From an optimization exercise on the open Yosys and OpenROAD flow, aimed at a short achievable clock period and few clock cycles; shortcuts taken in it are not production practice. In this exercise RTL edits were held to simulation tests only and were not proved equivalent to the original. Power and IR drop assume default switching activity.

==> inputs of job 5244 <==
==> flow/design.v <==
package icache_pkg;
	localparam int NUM_WAYS = 4;
	localparam int WAY_IDX_W = 2;
	localparam int WORDS_PER_SLICE = 16;
	localparam int WORD_BYTES = 4;
	localparam int SLICE_BYTES = WORDS_PER_SLICE * WORD_BYTES;
	localparam int SLICE_SHIFT = 6;
	localparam int WORD_IDX_W = 4;
	localparam int L2_CREDITS = 2;
	localparam int CREDIT_W = $clog2(L2_CREDITS + 1);
	typedef logic [31:0] word_t;
	typedef logic [31:0] addr_t;
	typedef enum logic [1:0]
	{
		IDLE,
		REQUEST,
		COMMIT
	} refill_state_e;
endpackage
`timescale 1ns/100ps
module icache_g_xnor2
(
	input  logic i_a,
	input  logic i_b,
	output logic o_y
);
	assign o_y = !(i_a ^ i_b);
endmodule
module icache_g_nand3
(
	input  logic [2:0] i_a,
	output logic       o_y
);
	assign o_y = !(&i_a);
endmodule
module icache_g_nor3
(
	input  logic [2:0] i_a,
	output logic       o_y
);
	assign o_y = !(|i_a);
endmodule
module icache_g_a22oi
(
	input  logic i_a1,
	input  logic i_a2,
	input  logic i_b1,
	input  logic i_b2,
	output logic o_y
);
	assign o_y = !((i_a1 && i_a2) || (i_b1 && i_b2));
endmodule
module icache_g_nand4
(
	input  logic [3:0] i_a,
	output logic       o_y
);
	assign o_y = !(&i_a);
endmodule
module icache_g_o2111ai
(
	input  logic i_a1,
	input  logic i_a2,
	input  logic i_b1,
	input  logic i_c1,
	input  logic i_d1,
	output logic o_y
);
	assign o_y = !((i_a1 || i_a2) && i_b1 && i_c1 && i_d1);
endmodule
module icache_dec4
(
	input  logic [3:0]  i_a,
	output logic [15:0] o_oh
);
	assign o_oh = 16'h0001 << i_a;
endmodule
module icache_slice
(
	input  logic [25:0] i_blk,
	input  logic [15:0] i_dec,
	input  logic [25:0] i_tag,
	input  logic        i_tvalid,
	input  logic [15:0] i_wvalid,
	output logic [2:0]  o_eq,
	output logic        o_nready
);
	logic [26:0] x;
	logic [8:0]  n;
	for (genvar j = 0; j < 26; j++)
	begin : g_x
		icache_g_xnor2 u_x (.i_a(i_blk[j]), .i_b(i_tag[j]), .o_y(x[j]));
	end
	assign x[26] = i_tvalid;
	for (genvar k = 0; k < 9; k++)
	begin : g_n
		icache_g_nand3 u_n (.i_a(x[3*k +: 3]), .o_y(n[k]));
	end
	for (genvar k = 0; k < 3; k++)
	begin : g_e
		icache_g_nor3 u_e (.i_a(n[3*k +: 3]), .o_y(o_eq[k]));
	end
	logic [7:0] s;
	logic [1:0] h;
	for (genvar k = 0; k < 8; k++)
	begin : g_s
		icache_g_a22oi u_s
		(
			.i_a1 (i_dec[2*k]),
			.i_a2 (i_wvalid[2*k]),
			.i_b1 (i_dec[2*k+1]),
			.i_b2 (i_wvalid[2*k+1]),
			.o_y  (s[k])
		);
	end
	for (genvar k = 0; k < 2; k++)
	begin : g_h
		icache_g_nand4 u_h (.i_a(s[4*k +: 4]), .o_y(h[k]));
	end
	icache_g_o2111ai u_nr
	(
		.i_a1 (h[0]),
		.i_a2 (h[1]),
		.i_b1 (o_eq[0]),
		.i_c1 (o_eq[1]),
		.i_d1 (o_eq[2]),
		.o_y  (o_nready)
	);
endmodule
`timescale 1ns/100ps
module icache_word_sel
(
	input  logic [3:0]    i_way,
	input  logic [15:0]   i_word,
	input  logic [2047:0] i_mem,
	output logic [31:0]   o_data
);
	always_comb
	begin
		o_data = '0;
		for (int w = 0; w < 4; w++)
			for (int i = 0; i < 16; i++)
				o_data = o_data | (i_mem[(w*16+i)*32 +: 32] & {32{i_way[w] && i_word[i]}});
	end
endmodule
`timescale 1ns/100ps
module icache_read_sel
(
	input  logic [3:0] i_nready,
	output logic       o_miss
);
	assign o_miss = &i_nready;
endmodule
`timescale 1ns/100ps
module icache_top
(
	input  logic  clk,
	input  logic  rst_n,
	input  logic [31:0] i_pc,
	input  logic  i_l2_rvalid,
	input  logic [31:0] i_l2_rdata,
	output logic [31:0] o_code,
	output logic  o_code_valid,
	output logic  o_miss,
	output logic  o_l2_req,
	output logic [31:0] o_l2_addr
);
	localparam int W = 4;    
	localparam int N = 16;   
	logic [25:0]  tag    [W];
	logic [W-1:0] tvalid;
	logic [W-1:0] victim;
	logic [N-1:0] wvalid [W];
	logic [W-1:0] act;
	logic [3:0]   nxt    [W];
	logic [3:0]   rem    [W];
	logic [31:0]  mem    [W][N];
	logic [1:0]   cnt;
	logic [W-1:0][N-1:0] q_oh0, q_oh1;
	logic [W-1:0] q_w0, q_w1;
	logic         req_q;
	logic [W-1:0] req_w;      
	logic [N-1:0] req_i;      
	logic [31:0]  req_addr;
	logic [W-1:0] dem;
	logic         dlv_q;
	logic [31:0]  code_q;
	logic [3:0]   pidx;
	logic [N-1:0] pdec;
	logic [W-1:0] match;
	logic [W-1:0] ready;
	logic [W-1:0] nready;
	logic         hit;
	logic         deliver;
	logic [31:0]  rd_word;
	assign pidx = i_pc[5:2];
	always_comb
		for (int i = 0; i < N; i++)
			pdec[i] = (pidx == 4'(i));
	logic [2:0]   eqp [W];
	logic [N-1:0] mdec;
	icache_dec4 u_mdec (.i_a(pidx), .o_oh(mdec));
	for (genvar w = 0; w < W; w++)
	begin : g_way
		icache_slice u_way
		(
			.i_blk    (i_pc[31:6]),
			.i_dec    (mdec),
			.i_tag    (tag[w]),
			.i_tvalid (tvalid[w]),
			.i_wvalid (wvalid[w]),
			.o_eq     (eqp[w]),
			.o_nready (nready[w])
		);
	end
	icache_read_sel u_miss
	(
		.i_nready (nready),
		.o_miss   (o_miss)
	);
	always_comb
		for (int w = 0; w < W; w++)
		begin
			match[w] = &eqp[w];
			ready[w] = match[w] && |(wvalid[w] & pdec);
		end
	logic [W*N*32-1:0] mem_flat;
	always_comb
		for (int w = 0; w < W; w++)
			for (int i = 0; i < N; i++)
				mem_flat[(w*N+i)*32 +: 32] = mem[w][i];
	icache_word_sel u_rd
	(
		.i_way  (match),
		.i_word (pdec),
		.i_mem  (mem_flat),
		.o_data (rd_word)
	);
	assign hit     = |match;
	assign deliver = |ready;
	logic victim_busy;
	assign victim_busy = |(victim & (act | q_w0 | q_w1 | req_w));
	logic alloc;
	assign alloc = !hit && !victim_busy;
	logic [1:0] cnt_nxt;
	logic       credit;
	assign cnt_nxt = cnt + {1'b0, req_q} - {1'b0, i_l2_rvalid};
	assign credit  = (cnt_nxt != 2'd2);
	logic [W-1:0] pick;
	logic [W-1:0] dem_act;
	logic [W-1:0] oldest;
	logic         any_act;
	always_comb
	begin
		dem_act = dem & act;
		oldest = '0;
		for (int k = W-1; k >= 0; k--)
			for (int v = 0; v < W; v++)
				if (victim[v] && act[(v + k) % W])
				begin
					oldest = '0;
					oldest[(v + k) % W] = 1'b1;
				end
		pick    = (dem_act != '0) ? dem_act : oldest;
		any_act = |act;
	end
	logic issue;
	assign issue = credit && any_act && !alloc;
	logic [3:0]  pick_idx;
	logic [25:0] pick_tag;
	always_comb
	begin
		pick_idx = '0;
		pick_tag = '0;
		for (int w = 0; w < W; w++)
		begin
			pick_idx = pick_idx | (nxt[w] & {4{pick[w]}});
			pick_tag = pick_tag | (tag[w] & {26{pick[w]}});
		end
	end
	always_ff @(posedge clk, negedge rst_n)
	begin
		if (!rst_n)
		begin
			tvalid <= '0;
			victim <= 4'b0001;
			act    <= '0;
			cnt    <= '0;
			req_q  <= 1'b0;
			req_w  <= '0;
			dlv_q  <= 1'b0;
			q_oh0  <= '0;
			q_oh1  <= '0;
			q_w0   <= '0;
			q_w1   <= '0;
			for (int w = 0; w < W; w++)
				wvalid[w] <= '0;
		end
		else
		begin
			cnt   <= cnt_nxt;
			dlv_q <= deliver;
			for (int w = 0; w < W; w++)
				wvalid[w] <= wvalid[w] | ({N{i_l2_rvalid}} & q_oh0[w]);
			if (i_l2_rvalid)
			begin
				q_oh0 <= q_oh1;
				q_w0  <= q_w1;
				q_oh1 <= '0;
				q_w1  <= '0;
			end
			if (req_q)
			begin
				if (cnt == 2'd0 || (cnt == 2'd1 && i_l2_rvalid))
				begin
					for (int w = 0; w < W; w++)
						q_oh0[w] <= req_w[w] ? req_i : '0;
					q_w0 <= req_w;
				end
				else
				begin
					for (int w = 0; w < W; w++)
						q_oh1[w] <= req_w[w] ? req_i : '0;
					q_w1 <= req_w;
				end
			end
			req_q <= 1'b0;
			req_w <= '0;
			if (alloc)
			begin
				for (int w = 0; w < W; w++)
					if (victim[w])
					begin
						tvalid[w] <= 1'b1;
						wvalid[w] <= '0;
						act[w]    <= 1'b1;
					end
				victim <= {victim[W-2:0], victim[W-1]};
				if (credit)
				begin
					req_q <= 1'b1;
					req_w <= victim;
				end
			end
			else if (issue)
			begin
				req_q <= 1'b1;
				req_w <= pick;
				for (int w = 0; w < W; w++)
					if (pick[w] && rem[w] == 4'd0)
						act[w] <= 1'b0;
			end
		end
	end
	always_ff @(posedge clk)
	begin
		for (int w = 0; w < W; w++)
		begin
			if (alloc && victim[w])
			begin
				tag[w] <= i_pc[31:6];
				nxt[w] <= credit ? pidx + 1'b1 : pidx;
				rem[w] <= credit ? 4'd14 : 4'd15;
			end
			else if (issue && pick[w])
			begin
				nxt[w] <= nxt[w] + 1'b1;
				rem[w] <= rem[w] - 1'b1;
			end
		end
		if (alloc)
		begin
			req_i    <= pdec;
			req_addr <= {i_pc[31:2], 2'b00};
		end
		else
		begin
			req_i    <= N'(1) << pick_idx;
			req_addr <= {pick_tag, pick_idx, 2'b00};
		end
		dem    <= hit ? match : victim;
		code_q <= rd_word;
		for (int w = 0; w < W; w++)
			for (int i = 0; i < N; i++)
				if (i_l2_rvalid && q_oh0[w][i])
					mem[w][i] <= i_l2_rdata;
	end
	assign o_l2_req     = req_q;
	assign o_l2_addr    = req_addr;
	assign o_code_valid = dlv_q;
	assign o_code       = code_q;
endmodule
==> flow/run.sh <==
#!/bin/bash
# synth_recipe.tcl (not shown) runs the flow's synth.tcl, then flattens the netlist and writes it again
# the make line also repeats each setting of config.mk as NAME=value (left out here)
make -C /OpenROAD-flow-scripts/flow DESIGN_CONFIG=/design/flow/config.mk WORK_HOME=/design/flow/orfs CLKGATE_MAP_FILE= SYNTH_SCRIPT=/design/flow/synth_recipe.tcl finish
==> flow/config.mk <==
export PLATFORM = sky130hd
export DESIGN_NAME = icache_top
export DESIGN_NICKNAME = icache_top
export VERILOG_FILES = /design/flow/design.v
export SDC_FILE = /design/flow/constraint.sdc
export NUM_CORES = 4
export LEC_CHECK = 0
export CAP_MARGIN = 20
export CORE_MARGIN = 2
export CORE_UTILIZATION = 40
export SETUP_SLACK_MARGIN = 2.3
export SLEW_MARGIN = 20
export SYNTH_HIERARCHICAL = 1
==> flow/constraint.sdc <==
create_clock -name core_clock -period 5.5 [get_ports {clk}]
set_input_delay 1.1000 -clock core_clock [delete_from_list [all_inputs] [get_ports {clk}]]
set_output_delay 1.1000 -clock core_clock [all_outputs]
set_load 0.01 [all_outputs]
==> job 6733 (differences from job 5244) <==
--- a/flow/design.v
+++ b/flow/design.v
@@ -20,58 +20,41 @@
 `timescale 1ns/100ps
-module icache_g_xnor2
+module icache_eq8
 (
-	input  logic i_a,
-	input  logic i_b,
-	output logic o_y
+	input  logic [7:0] i_a,
+	input  logic [7:0] i_b,
+	output logic       o_eq
 );
-	assign o_y = !(i_a ^ i_b);
+	assign o_eq = (i_a == i_b);
 endmodule
-module icache_g_nand3
+module icache_eq10v
 (
-	input  logic [2:0] i_a,
-	output logic       o_y
+	input  logic [9:0] i_a,
+	input  logic [9:0] i_b,
+	input  logic       i_v,
+	output logic       o_eq
 );
-	assign o_y = !(&i_a);
+	assign o_eq = i_v && (i_a == i_b);
 endmodule
-module icache_g_nor3
+module icache_sel4
 (
-	input  logic [2:0] i_a,
-	output logic       o_y
+	input  logic [3:0] i_sel,
+	input  logic [3:0] i_v,
+	output logic       o_v
 );
-	assign o_y = !(|i_a);
+	assign o_v = |(i_sel & i_v);
 endmodule
-module icache_g_a22oi
+module icache_dec2
 (
-	input  logic i_a1,
-	input  logic i_a2,
-	input  logic i_b1,
-	input  logic i_b2,
-	output logic o_y
+	input  logic [1:0] i_a,
+	output logic [3:0] o_oh
 );
-	assign o_y = !((i_a1 && i_a2) || (i_b1 && i_b2));
+	assign o_oh = 4'b0001 << i_a;
 endmodule
-module icache_g_nand4
+module icache_nready
 (
-	input  logic [3:0] i_a,
-	output logic       o_y
+	input  logic [2:0] i_eq,
+	input  logic       i_have,
+	output logic       o_nready
 );
-	assign o_y = !(&i_a);
-endmodule
-module icache_g_o2111ai
-(
-	input  logic i_a1,
-	input  logic i_a2,
-	input  logic i_b1,
-	input  logic i_c1,
-	input  logic i_d1,
-	output logic o_y
-);
-	assign o_y = !((i_a1 || i_a2) && i_b1 && i_c1 && i_d1);
-endmodule
-module icache_dec4
-(
-	input  logic [3:0]  i_a,
-	output logic [15:0] o_oh
-);
-	assign o_oh = 16'h0001 << i_a;
+	assign o_nready = !(&i_eq && i_have);
 endmodule
@@ -80,3 +63,3 @@
 	input  logic [25:0] i_blk,
-	input  logic [15:0] i_dec,
+	input  logic [3:0]  i_idx,
 	input  logic [25:0] i_tag,
@@ -87,42 +70,20 @@
 );
-	logic [26:0] x;
-	logic [8:0]  n;
-	for (genvar j = 0; j < 26; j++)
-	begin : g_x
-		icache_g_xnor2 u_x (.i_a(i_blk[j]), .i_b(i_tag[j]), .o_y(x[j]));
-	end
-	assign x[26] = i_tvalid;
-	for (genvar k = 0; k < 9; k++)
-	begin : g_n
-		icache_g_nand3 u_n (.i_a(x[3*k +: 3]), .o_y(n[k]));
+	logic [3:0] lo, hi;
+	logic [3:0] tw;
+	logic       have;
+	icache_eq8   u_eq0 (.i_a(i_blk[7:0]),   .i_b(i_tag[7:0]),   .o_eq(o_eq[0]));
+	icache_eq8   u_eq1 (.i_a(i_blk[15:8]),  .i_b(i_tag[15:8]),  .o_eq(o_eq[1]));
+	icache_eq10v u_eq2 (.i_a(i_blk[25:16]), .i_b(i_tag[25:16]), .i_v(i_tvalid), .o_eq(o_eq[2]));
+	icache_dec2 u_lo (.i_a(i_idx[1:0]), .o_oh(lo));
+	icache_dec2 u_hi (.i_a(i_idx[3:2]), .o_oh(hi));
+	for (genvar q = 0; q < 4; q++)
+	begin : g_q
+		icache_sel4 u_tw (.i_sel(lo), .i_v(i_wvalid[4*q +: 4]), .o_v(tw[q]));
 	end
-	for (genvar k = 0; k < 3; k++)
-	begin : g_e
-		icache_g_nor3 u_e (.i_a(n[3*k +: 3]), .o_y(o_eq[k]));
-	end
-	logic [7:0] s;
-	logic [1:0] h;
-	for (genvar k = 0; k < 8; k++)
-	begin : g_s
-		icache_g_a22oi u_s
-		(
-			.i_a1 (i_dec[2*k]),
-			.i_a2 (i_wvalid[2*k]),
-			.i_b1 (i_dec[2*k+1]),
-			.i_b2 (i_wvalid[2*k+1]),
-			.o_y  (s[k])
-		);
-	end
-	for (genvar k = 0; k < 2; k++)
-	begin : g_h
-		icache_g_nand4 u_h (.i_a(s[4*k +: 4]), .o_y(h[k]));
-	end
-	icache_g_o2111ai u_nr
+	icache_sel4 u_have (.i_sel(hi), .i_v(tw), .o_v(have));
+	icache_nready u_nr
 	(
-		.i_a1 (h[0]),
-		.i_a2 (h[1]),
-		.i_b1 (o_eq[0]),
-		.i_c1 (o_eq[1]),
-		.i_d1 (o_eq[2]),
-		.o_y  (o_nready)
+		.i_eq     (o_eq),
+		.i_have   (have),
+		.o_nready (o_nready)
 	);
@@ -130,18 +91,2 @@
 `timescale 1ns/100ps
-module icache_word_sel
-(
-	input  logic [3:0]    i_way,
-	input  logic [15:0]   i_word,
-	input  logic [2047:0] i_mem,
-	output logic [31:0]   o_data
-);
-	always_comb
-	begin
-		o_data = '0;
-		for (int w = 0; w < 4; w++)
-			for (int i = 0; i < 16; i++)
-				o_data = o_data | (i_mem[(w*16+i)*32 +: 32] & {32{i_way[w] && i_word[i]}});
-	end
-endmodule
-`timescale 1ns/100ps
 module icache_read_sel
@@ -200,4 +145,2 @@
 	logic [2:0]   eqp [W];
-	logic [N-1:0] mdec;
-	icache_dec4 u_mdec (.i_a(pidx), .o_oh(mdec));
 	for (genvar w = 0; w < W; w++)
@@ -207,3 +150,3 @@
 			.i_blk    (i_pc[31:6]),
-			.i_dec    (mdec),
+			.i_idx    (pidx),
 			.i_tag    (tag[w]),
@@ -221,19 +164,11 @@
 	always_comb
+	begin
+		rd_word = '0;
 		for (int w = 0; w < W; w++)
 		begin
-			match[w] = &eqp[w];
-			ready[w] = match[w] && |(wvalid[w] & pdec);
+			match[w]  = &eqp[w];
+			ready[w]  = match[w] && |(wvalid[w] & pdec);
+			rd_word   = rd_word | (mem[w][pidx] & {32{match[w]}});
 		end
-	logic [W*N*32-1:0] mem_flat;
-	always_comb
-		for (int w = 0; w < W; w++)
-			for (int i = 0; i < N; i++)
-				mem_flat[(w*N+i)*32 +: 32] = mem[w][i];
-	icache_word_sel u_rd
-	(
-		.i_way  (match),
-		.i_word (pdec),
-		.i_mem  (mem_flat),
-		.o_data (rd_word)
-	);
+	end
 	assign hit     = |match;
==> job 6812 (differences from job 5244) <==
==> flow/design.v, changed modules only <==
module icache_g_inv
(
	input  logic i_a,
	output logic o_y
);
	assign o_y = !i_a;
endmodule
module icache_g_and4
(
	input  logic [3:0] i_a,
	output logic       o_y
);
	assign o_y = &i_a;
endmodule
module icache_dec4
(
	input  logic [3:0]  i_a,
	output logic [15:0] o_oh
);
	logic [3:0] an;
	for (genvar b = 0; b < 4; b++)
	begin : g_inv
		icache_g_inv u_inv (.i_a(i_a[b]), .o_y(an[b]));
	end
	for (genvar i = 0; i < 16; i++)
	begin : g_line
		icache_g_and4 u_and
		(
			.i_a ({i[3] ? i_a[3] : an[3], i[2] ? i_a[2] : an[2],
				i[1] ? i_a[1] : an[1], i[0] ? i_a[0] : an[0]}),
			.o_y (o_oh[i])
		);
	end
endmodule
module icache_slice
(
	input  logic [25:0] i_blk,
	input  logic [25:0] i_tag,
	input  logic        i_tvalid,
	input  logic        i_full,
	output logic [8:0]  o_n,
	output logic        o_nfast
);
	logic [26:0] x;
	logic [8:0]  n;
	logic [2:0]  eq;
	for (genvar j = 0; j < 26; j++)
	begin : g_x
		icache_g_xnor2 u_x (.i_a(i_blk[j]), .i_b(i_tag[j]), .o_y(x[j]));
	end
	assign x[26] = i_tvalid;
	for (genvar k = 0; k < 9; k++)
	begin : g_n
		icache_g_nand3 u_n (.i_a(x[3*k +: 3]), .o_y(n[k]));
	end
	assign o_n = n;
	for (genvar k = 0; k < 3; k++)
	begin : g_e
		icache_g_nor3 u_e (.i_a(n[3*k +: 3]), .o_y(eq[k]));
	end
	icache_g_nand4 u_nf (.i_a({eq, i_full}), .o_y(o_nfast));
endmodule
module icache_g_nand2
(
	input  logic [1:0] i_a,
	output logic       o_y
);
	assign o_y = !(&i_a);
endmodule
module icache_g_nor2
(
	input  logic [1:0] i_a,
	output logic       o_y
);
	assign o_y = !(|i_a);
endmodule
module icache_read_sel
(
	input  logic [3:0] i_nfast,
	input  logic       i_nslow,
	output logic       o_miss
);
	logic [1:0] t;
	icache_g_nand2 u_t0 (.i_a(i_nfast[1:0]), .o_y(t[0]));
	icache_g_nand3 u_t1 (.i_a({i_nfast[3:2], i_nslow}), .o_y(t[1]));
	icache_g_nor2  u_m  (.i_a(t), .o_y(o_miss));
endmodule
module icache_top
(
	input  logic  clk,
	input  logic  rst_n,
	input  logic [31:0] i_pc,
	input  logic  i_l2_rvalid,
	input  logic [31:0] i_l2_rdata,
	output logic [31:0] o_code,
	output logic  o_code_valid,
	output logic  o_miss,
	output logic  o_l2_req,
	output logic [31:0] o_l2_addr
);
	localparam int W = 4;    
	localparam int N = 16;   
	logic [25:0]  tag    [W];
	logic [W-1:0] tvalid;
	logic [W-1:0] victim;
	logic [N-1:0] wvalid [W];
	logic [W-1:0] act;
	logic [3:0]   nxt    [W];
	logic [3:0]   rem    [W];
	logic [31:0]  mem    [W][N];
	logic [1:0]   cnt;
	logic [W-1:0][N-1:0] q_oh0, q_oh1;
	logic [W-1:0] q_w0, q_w1;
	logic         req_q;
	logic [W-1:0] req_w;      
	logic [N-1:0] req_i;      
	logic [31:0]  req_addr;
	logic [W-1:0] dem;
	logic         dlv_q;
	logic [31:0]  code_q;
	logic [3:0]   pidx;
	logic [N-1:0] pdec;
	logic [W-1:0] match;
	logic [W-1:0] ready;
	logic [W-1:0] arrive;
	logic [W-1:0] full;       
	logic         nslow_q;    
	logic         hit;
	logic         deliver;
	logic [31:0]  rd_word;
	assign pidx = i_pc[5:2];
	always_comb
		for (int i = 0; i < N; i++)
			pdec[i] = (pidx == 4'(i));
	logic [8:0]   eqn [W];
	logic [W-1:0] nfast;
	for (genvar w = 0; w < W; w++)
	begin : g_way
		icache_slice u_way
		(
			.i_blk    (i_pc[31:6]),
			.i_tag    (tag[w]),
			.i_tvalid (tvalid[w]),
			.i_full   (full[w]),
			.o_n      (eqn[w]),
			.o_nfast  (nfast[w])
		);
	end
	icache_read_sel u_miss
	(
		.i_nfast  (nfast),
		.i_nslow  (nslow_q),
		.o_miss   (o_miss)
	);
	always_comb
		for (int w = 0; w < W; w++)
		begin
			match[w]  = ~|eqn[w];
			arrive[w] = i_l2_rvalid && |(q_oh0[w] & pdec);
			ready[w]  = match[w] && (|(wvalid[w] & pdec) || arrive[w]);
		end
	logic [W*N*32-1:0] mem_flat;
	always_comb
		for (int w = 0; w < W; w++)
			for (int i = 0; i < N; i++)
				mem_flat[(w*N+i)*32 +: 32] = mem[w][i];
	icache_word_sel u_rd
	(
		.i_way  (match),
		.i_word (pdec),
		.i_mem  (mem_flat),
		.o_data (rd_word)
	);
	assign hit     = |match;
	assign deliver = |(match & full) || !nslow_q;
	logic victim_busy;
	assign victim_busy = |(victim & (act | q_w0 | q_w1 | req_w));
	logic alloc;
	assign alloc = !hit && !victim_busy;
	logic [1:0] cnt_nxt;
	logic       credit;
	assign cnt_nxt = cnt + {1'b0, req_q} - {1'b0, i_l2_rvalid};
	assign credit  = (cnt_nxt != 2'd2);
	logic [W-1:0] pick;
	logic [W-1:0] dem_act;
	logic [W-1:0] oldest;
	logic         any_act;
	always_comb
	begin
		dem_act = dem & act;
		oldest = '0;
		for (int k = W-1; k >= 0; k--)
			for (int v = 0; v < W; v++)
				if (victim[v] && act[(v + k) % W])
				begin
					oldest = '0;
					oldest[(v + k) % W] = 1'b1;
				end
		pick    = (dem_act != '0) ? dem_act : oldest;
		any_act = |act;
	end
	logic issue;
	assign issue = credit && any_act && !alloc;
	logic [3:0]  pick_idx;
	logic [25:0] pick_tag;
	always_comb
	begin
		pick_idx = '0;
		pick_tag = '0;
		for (int w = 0; w < W; w++)
		begin
			pick_idx = pick_idx | (nxt[w] & {4{pick[w]}});
			pick_tag = pick_tag | (tag[w] & {26{pick[w]}});
		end
	end
	always_ff @(posedge clk, negedge rst_n)
	begin
		if (!rst_n)
		begin
			tvalid <= '0;
			victim <= 4'b0001;
			act    <= '0;
			cnt    <= '0;
			req_q  <= 1'b0;
			req_w  <= '0;
			dlv_q  <= 1'b0;
			nslow_q <= 1'b1;
			full   <= '0;
			q_oh0  <= '0;
			q_oh1  <= '0;
			q_w0   <= '0;
			q_w1   <= '0;
			for (int w = 0; w < W; w++)
				wvalid[w] <= '0;
		end
		else
		begin
			cnt     <= cnt_nxt;
			dlv_q   <= deliver;
			nslow_q <= !(|ready && !deliver);
			for (int w = 0; w < W; w++)
			begin
				wvalid[w] <= wvalid[w] | ({N{i_l2_rvalid}} & q_oh0[w]);
				full[w]   <= &(wvalid[w] | ({N{i_l2_rvalid}} & q_oh0[w]));
			end
			if (i_l2_rvalid)
			begin
				q_oh0 <= q_oh1;
				q_w0  <= q_w1;
				q_oh1 <= '0;
				q_w1  <= '0;
			end
			if (req_q)
			begin
				if (cnt == 2'd0 || (cnt == 2'd1 && i_l2_rvalid))
				begin
					for (int w = 0; w < W; w++)
						q_oh0[w] <= req_w[w] ? req_i : '0;
					q_w0 <= req_w;
				end
				else
				begin
					for (int w = 0; w < W; w++)
						q_oh1[w] <= req_w[w] ? req_i : '0;
					q_w1 <= req_w;
				end
			end
			req_q <= 1'b0;
			req_w <= '0;
			if (alloc)
			begin
				for (int w = 0; w < W; w++)
					if (victim[w])
					begin
						tvalid[w] <= 1'b1;
						wvalid[w] <= '0;
						full[w]   <= 1'b0;
						act[w]    <= 1'b1;
					end
				victim <= {victim[W-2:0], victim[W-1]};
				if (credit)
				begin
					req_q <= 1'b1;
					req_w <= victim;
				end
			end
			else if (issue)
			begin
				req_q <= 1'b1;
				req_w <= pick;
				for (int w = 0; w < W; w++)
					if (pick[w] && rem[w] == 4'd0)
						act[w] <= 1'b0;
			end
		end
	end
	always_ff @(posedge clk)
	begin
		for (int w = 0; w < W; w++)
		begin
			if (alloc && victim[w])
			begin
				tag[w] <= i_pc[31:6];
				nxt[w] <= credit ? pidx + 1'b1 : pidx;
				rem[w] <= credit ? 4'd14 : 4'd15;
			end
			else if (issue && pick[w])
			begin
				nxt[w] <= nxt[w] + 1'b1;
				rem[w] <= rem[w] - 1'b1;
			end
		end
		if (alloc)
		begin
			req_i    <= pdec;
			req_addr <= {i_pc[31:2], 2'b00};
		end
		else
		begin
			req_i    <= N'(1) << pick_idx;
			req_addr <= {pick_tag, pick_idx, 2'b00};
		end
		dem    <= hit ? match : victim;
		code_q <= rd_word;
		for (int w = 0; w < W; w++)
			for (int i = 0; i < N; i++)
				if (i_l2_rvalid && q_oh0[w][i])
					mem[w][i] <= i_l2_rdata;
	end
	assign o_l2_req     = req_q;
	assign o_l2_addr    = req_addr;
	assign o_code_valid = dlv_q;
	assign o_code       = code_q;
endmodule
==> comparison table <==
|  | job 5244 | job 6812 | job 6733 |
|---|---|---|---|
| Result of the run | finished clean | finished clean | finished clean |
| Layout clock area frac | 0.0748 | 0.0781 | 0.0715 |
| Layout clock buffer count | 302 | 365 | 311 |
| Die height | 488 um | 488 um | 485 um |
| Timing-limited maximum frequency | 264 MHz | 296 MHz | 259 MHz |
| Switching share of total power | 0.254 | 0.274 | 0.260 |
| Sequential share of the synthesized area | 0.776 | 0.778 | 0.784 |
| Met1 Routed Length | 113000 um | 115000 um | 121000 um |
| Number of cells on the worst reg-to-reg path | 6 | 13 | 7 |
| Synth Warn # | 19 | 19 | 18 |
| N_taps | 3132 | 3132 | 3026 |
| Endpoint of the lowest-slack register-to-register path | nxt[0][0] | code_q[19] | nxt[3][0] |
| Via count | 55300 | 57200 | 57300 |
| Internal power | 0.0339 W | 0.0364 W | 0.0339 W |
| Clock Latency Late Sink | 0.90 ns | 0.93 ns | 0.91 ns |
| Number of antenna violations at the first check in global routing | 14 | 23 | 26 |
| Most Frequent Cell on Critical Path | buf_12 | buf_2 | - |
| Total length of routed met2 wires | 131000 um | 133000 um | 144000 um |
| Mean number of vias per cell | 6.09 | 6.21 | 6.36 |
| Total design power | 0.0455 W | 0.0501 W | 0.0458 W |
| Delay contributed by the slowest stage of the critical path | 0.28 ns | 0.25 ns | 0.28 ns |
| WP buf/inv | 3 | 2 | 3 |
| Multi-input gate share of total cell area | 0.180 | 0.180 | 0.179 |
| Period utilization | 0.688 | 0.614 | 0.702 |
| Fraction of synthesized area in multiplexers | 0.00897 | 0.00772 | 0.00757 |
Testbench counts of job 5244, summed over its fixed seeds: cycles 73,441.
Testbench counts of job 6733, summed over its fixed seeds: cycles 73,441.
Testbench counts of job 6812, summed over its fixed seeds: cycles 74,083.

[what the ideal ports hide]
The results above use ideal ports. As a check the final layouts listed here were re-extracted and re-timed, cells and wires unchanged.
Step 1 (the two cells are an assumption about what drives the block):
set clk [get_ports {clk}]
set_driving_cell -lib_cell sky130_fd_sc_hd__clkbuf_16 $clk
set_driving_cell -lib_cell sky130_fd_sc_hd__buf_2 [delete_from_list [all_inputs] $clk]
Step 2 moves the port delays by t, midway between the first and last clock arrival at a register: inputs arrive t later, outputs are due t later. That takes back most of the time a late clock gives input paths.
Slacks: ideal ports / drivers / drivers and shift; pairs: ideal ports / drivers.
run	shift t [ns]	setup WS [ns]	worst data-port slew with drivers (ns)	pins driven straight from the clock port
job 5244	0.942	1.715 / 1.668 / 0.945	0.15	1
job 6733	0.968	1.641 / 1.574 / 1.101	0.15	1
job 6812	0.988	2.122 / 2.028 / 1.309	0.13	1
After both steps setup and hold are still met in every run listed. For job 6812, which loses most, drivers alone change the setup slack by -0.094 ns; drivers and shift together by -0.813 ns.
